This design comes from an exercise in tuning for small area, a short achievable clock period and few clock cycles per item on the open sky130 flow, not from production work.
Where RTL was checked, it was by simulation tests only, not by an equivalence proof against the original.
Power and IR drop assume default switching activity.

v33:
==> flow/design.v (excerpt) <==
module mcp_top
(
    input  logic        clk,
    input  logic        rst,
    input  logic        start_req,
    output logic        start_ack,
    input  logic        host_we,
    input  logic [5:0]  host_addr,
    input  logic [15:0] host_wdata,
    output logic [15:0] host_rdata
);
Size in the first run: about 4900 cells after synthesis, ~1300 flip-flops, ~43 I/O pins.
export LEC_CHECK = 0
export ABC_AREA = 1
export CAP_MARGIN = 10
export CORE_MARGIN = 2
export CORE_UTILIZATION = 55
export CTS_BUF_LIST = sky130_fd_sc_hd__clkbuf_8
export PLACE_DENSITY = 0.7
export SETUP_SLACK_MARGIN = 4.6
export SLEW_MARGIN = 10
export TNS_END_PERCENT = 5
create_clock -name core_clock -period 8.0 [get_ports {clk}]
run.sh (not shown) runs the stock make flow with config.mk's settings and CLKGATE_MAP_FILE= SYNTH_SCRIPT=/design/flow/synth_recipe.tcl, a recipe that flattens the netlist after the stock synthesis.
Testbench counts of v33, summed over its fixed seeds: cycles 832, runs 64.
Relative to v33, the following input files were edited for v56:
diff --git a/flow/config.mk b/flow/config.mk
--- a/flow/config.mk
+++ b/flow/config.mk
@@ -9 +9 @@
-export CAP_MARGIN = 10
+export CAP_MARGIN = 20
@@ -11 +11 @@
-export CORE_UTILIZATION = 55
+export CORE_UTILIZATION = 40
@@ -13,4 +13,4 @@
-export PLACE_DENSITY = 0.7
-export SETUP_SLACK_MARGIN = 4.6
-export SLEW_MARGIN = 10
-export TNS_END_PERCENT = 5
+export PLACE_DENSITY = 0.6
+export SETUP_SLACK_MARGIN = 5.0
+export SLEW_MARGIN = 20
+export TNS_END_PERCENT = 50
==> comparison <==
The run showing the smaller power share of the clock group is v56.
Number of non-clock buffers: v56 higher than v33
Class of the most critical setup path = input pin to register: v33; class of the most critical setup path = register to register: v56
The fraction of final layout cells sized beyond drive strength 1 number comes out higher for v56 vs v33.
A slowest stage cell on the critical path of sky130_fd_sc_hd__fa_1 is what v56 shows, while sky130_fd_sc_hd__clkinvlp_4 belongs to v33.
Per the comparison of v56 with v33, worst setup margin picked up an extra 0.28 ns; via count picked up an extra 3.3%; antenna cell count picked up an extra 3; utilization lost 13 points; clock-buffer cell count lost 6.
Diff v33 -> v56 | final routed wire length divided by cell count | up by a few percent
Edits applied to the flow inputs when going from v56 to v3:
diff --git a/flow/config.mk b/flow/config.mk
--- a/flow/config.mk
+++ b/flow/config.mk
@@ -11 +11 @@
-export CORE_UTILIZATION = 40
+export CORE_UTILIZATION = 55
@@ -13,2 +13,2 @@
-export PLACE_DENSITY = 0.6
-export SETUP_SLACK_MARGIN = 5.0
+export PLACE_DENSITY = 0.7
+export SETUP_SLACK_MARGIN = 4.5
@@ -16 +16 @@
-export TNS_END_PERCENT = 50
+export TNS_END_PERCENT = 40
[summary]
- Looking only at worst setup slack, and setting everything else aside, the lower value of v56 and v3 goes to v3.
- Between v56 and v3, the final standard cell count with taps included and fillers excluded is higher for v56.
- Cmp v56 and v3 / combinational power / lower: v3
- Final worst-path cycle share: v56 and v3 compared, higher one is v3
- When the final numbers for v56 and v3 were put side by side, the count of buffers added by post-CTS timing repair for setup turned out to be smaller in v3.
- Compare v56 and v3 | wire length higher: v56
- As far as count of input and output buffers goes, v56 and v3 are indistinguishable; the numbers are identical.
- Going from v56 to v3, height of the die shrinks by about 15%.

* * *

The RTL this note starts from:
==> flow/design.v <==
`timescale 1ns/1ps
`default_nettype none
module mcp_dec
(
    input  logic [5:0]  addr,
    input  logic        we,
    output logic [63:0] rsel,
    output logic [63:0] wen
);
    logic [7:0] lsel, hsel, hwe;
    always_comb begin
        for (int i = 0; i < 8; i++) begin
            lsel[i] = addr[2:0] == 3'(i);
            hsel[i] = addr[5:3] == 3'(i);
            hwe[i]  = hsel[i] & we;
        end
        for (int i = 0; i < 64; i++) begin
            rsel[i] = lsel[i % 8] & hsel[i / 8];
            wen[i]  = lsel[i % 8] & hwe[i / 8];
        end
    end
endmodule
module mcp_add16
(
    input  logic [15:0] a,
    input  logic [15:0] b,
    output logic [15:0] y
);
    assign y = a + b;
endmodule
module mcp_top
(
    input  logic        clk,
    input  logic        rst,
    input  logic        start_req,
    output logic        start_ack,
    input  logic        host_we,
    input  logic [5:0]  host_addr,
    input  logic [15:0] host_wdata,
    output logic [15:0] host_rdata
);
    logic [15:0] mem [64];
    function automatic logic [15:0] csa_s(input logic [15:0] a, input logic [15:0] b,
                                          input logic [15:0] c);
        csa_s = a ^ b ^ c;
    endfunction
    function automatic logic [15:0] csa_c(input logic [15:0] a, input logic [15:0] b,
                                          input logic [15:0] c);
        logic [15:0] m;
        m = (a & b) | (a & c) | (b & c);
        csa_c = {m[14:0], 1'b0};
    endfunction
    logic [15:0] A [4];                     
    logic [15:0] B [4];                     
    logic [15:0] P [8];                     
    logic [15:0] csum [4];                  
    always_comb begin
        for (int i = 0; i < 4; i++) begin
            A[i] = mem[16 + i];
            B[i] = mem[20 + i];
        end
    end
    logic        job;
    logic [15:0] x [2];
    assign job = host_we & ~rst & (host_addr[5:3] == 3'b010);
    always_comb begin
        for (int m = 0; m < 2; m++) begin
            if (host_addr[2]) begin
                x[m] = A[{host_addr[0] ^ m[0], host_addr[1]}];
            end else begin
                x[m] = B[{host_addr[0], host_addr[1] ^ m[0]}];
            end
        end
    end
    logic [7:0] bneg, bone, btwo;
    always_comb begin
        for (int i = 0; i < 8; i++) begin
            logic lo;
            lo      = (i == 0) ? 1'b0 : host_wdata[2*i - 1];
            bneg[i] = host_wdata[2*i + 1];
            bone[i] = host_wdata[2*i] ^ lo;
            btwo[i] = (host_wdata[2*i + 1] & ~host_wdata[2*i] & ~lo)
                    | (~host_wdata[2*i + 1] & host_wdata[2*i] & lo);
        end
    end
    logic [15:0] s1 [2][6];
    logic [15:0] s1_q [2][6];
    logic [2:0]  job_w_q;
    logic        job_q;
    always_comb begin
        for (int m = 0; m < 2; m++) begin
            logic [15:0] row [8];
            for (int i = 0; i < 7; i++) begin
                logic [15:0] mg;
                mg = ({16{bone[i]}} & x[m]) | ({16{btwo[i]}} & {x[m][14:0], 1'b0});
                row[i] = (mg ^ {16{bneg[i]}}) << (2*i);
                if (i > 0) row[i][2*i - 2] = bneg[i - 1];
            end
            begin
                logic [1:0] m7;
                m7 = ({2{bone[7]}} & x[m][1:0]) | ({2{btwo[7]}} & {x[m][0], 1'b0});
                row[7] = '0;
                row[7][14] = m7[0];
                row[7][15] = m7[1] ^ (bneg[7] & m7[0]);
                row[7][12] = bneg[6];
            end
            s1[m][0] = csa_s(row[0], row[1], row[2]);
            s1[m][1] = csa_c(row[0], row[1], row[2]);
            s1[m][2] = csa_s(row[3], row[4], row[5]);
            s1[m][3] = csa_c(row[3], row[4], row[5]);
            s1[m][4] = row[6];
            s1[m][5] = row[7];
        end
    end
    always_ff @(posedge clk) begin
        job_q   <= job;
        job_w_q <= host_addr[2:0];
        for (int m = 0; m < 2; m++) begin
            for (int i = 0; i < 6; i++) s1_q[m][i] <= s1[m][i];
        end
    end
    logic [15:0] prod [2];
    logic [15:0] v0 [2];
    logic [15:0] v1 [2];
    mcp_add16 u_add0 (.a(v0[0]), .b(v1[0]), .y(prod[0]));
    mcp_add16 u_add1 (.a(v0[1]), .b(v1[1]), .y(prod[1]));
    always_comb begin
        for (int m = 0; m < 2; m++) begin
            logic [15:0] t0, t1, t2, t3, u0, u1;
            t0 = csa_s(s1_q[m][0], s1_q[m][1], s1_q[m][2]);
            t1 = csa_c(s1_q[m][0], s1_q[m][1], s1_q[m][2]);
            t2 = csa_s(s1_q[m][3], s1_q[m][4], s1_q[m][5]);
            t3 = csa_c(s1_q[m][3], s1_q[m][4], s1_q[m][5]);
            u0 = csa_s(t0, t1, t2);
            u1 = csa_c(t0, t1, t2);
            v0[m] = csa_s(u0, u1, t3);
            v1[m] = csa_c(u0, u1, t3);
        end
    end
    always_ff @(posedge clk) begin
        for (int r = 0; r < 2; r++) begin
            for (int k = 0; k < 2; k++) begin
                for (int c = 0; c < 2; c++) begin
                    if (job_q && (job_w_q[2] ? (job_w_q[1] == k[0] && job_w_q[0] == c[0])
                                             : (job_w_q[1] == r[0] && job_w_q[0] == k[0]))) begin
                        P[4*r + 2*k + c] <= prod[r ^ c];
                    end
                end
            end
        end
    end
    always_comb begin
        for (int r = 0; r < 2; r++) begin
            for (int c = 0; c < 2; c++) begin
                csum[2*r + c] = P[4*r + c] + P[4*r + 2 + c];
            end
        end
    end
    logic commit;
    always_ff @(posedge clk) begin
        if (rst) begin
            start_ack <= 1'b0;
            commit    <= 1'b0;
        end else begin
            start_ack <= start_req;
            commit    <= start_req & ~start_ack;
        end
    end
    logic [63:0]   rsel, wen;
    logic [1023:0] rval;
    logic [15:0]   rdata;
    mcp_dec u_dec (
        .addr (host_addr),
        .we   (host_we & ~rst),
        .rsel (rsel),
        .wen  (wen)
    );
    always_comb begin
        for (int i = 0; i < 64; i++) rval[16*i +: 16] = mem[i];
        for (int i = 0; i < 4; i++) begin
            if (commit) rval[16*(24 + i) +: 16] = csum[i];
        end
    end
    always_comb begin
        rdata = '0;
        for (int i = 0; i < 64; i++) rdata = rdata | (rval[16*i +: 16] & {16{rsel[i]}});
    end
    always_ff @(posedge clk) begin
        for (int i = 0; i < 64; i++) begin
            if (i >= 24 && i < 28 && commit) begin
                mem[i] <= csum[i - 24];
            end else if (wen[i]) begin
                mem[i] <= host_wdata;
            end
        end
        host_rdata <= rdata;
    end
endmodule
`default_nettype wire
clock: 8.0 ns
lec_check: 0
abc_area: 1
cap_margin: 20
core_margin: 2
core_utilization: 50
cts_buf_list: sky130_fd_sc_hd__clkbuf_16
cts_cluster_diameter: 80
cts_cluster_size: 20
place_density: 0.65
setup_slack_margin: 4.7
slew_margin: 20
synth_hierarchical: 1
synth_minimum_keep_size: 0
tns_end_percent: 5
The starting point completed with no timing, DRC or antenna violations.
Next try:
Settings changed: CTS_BUF_LIST sky130_fd_sc_hd__clkbuf_16 to sky130_fd_sc_hd__clkbuf_8, CTS_CLUSTER_DIAMETER 80 to default, CTS_CLUSTER_SIZE 20 to default.
Design area is higher by 1.0%.
Setup slack is better by 0.090 ns.
First-iteration DRC count is lower by 0.86%.
Sequential share of layout area is lower by 0.58 points.
Flip-flop and latch count does not change.
Global-route usage stays flat.
No run of this note included a check of the RTL's function; only the layout flow was run.

separate check: timing with driven ports:
No port has a modelled driver above. Below, the same layouts with a new extraction and two added sets of constraints. Step 1 assumes that a clkbuf_16 drives the clock port and a buf_2 every other input. Step 2 also shifts input and output timing later by t, the mid clock arrival at the registers, as if the neighbouring blocks saw the same clock. Slacks: ideal ports / drivers / drivers and shift; pairs: ideal ports / drivers.
| run | shift t [ns] | slack for setup (ns) | worst data-port slew with drivers (ns) |
|---|---|---|---|
| v33 | 0.951 | 4.353 / 4.384 / 3.433 | 0.09 |
| v56 | 0.996 | 4.628 / 4.628 / 3.817 | 0.17 |
| v3 | 0.951 | 4.316 / 4.273 / 3.322 | 0.12 |
| the first run of note 2 | 0.787 | 4.067 / 4.121 / 3.334 | 0.13 |
| the second run of note 2 | 1.024 | 4.157 / 4.205 / 3.181 | 0.11 |
After both steps setup and hold are still met in every run listed. The setup slack of v3, which loses most, moves by -0.043 ns with the drivers and by -0.994 ns with both steps.
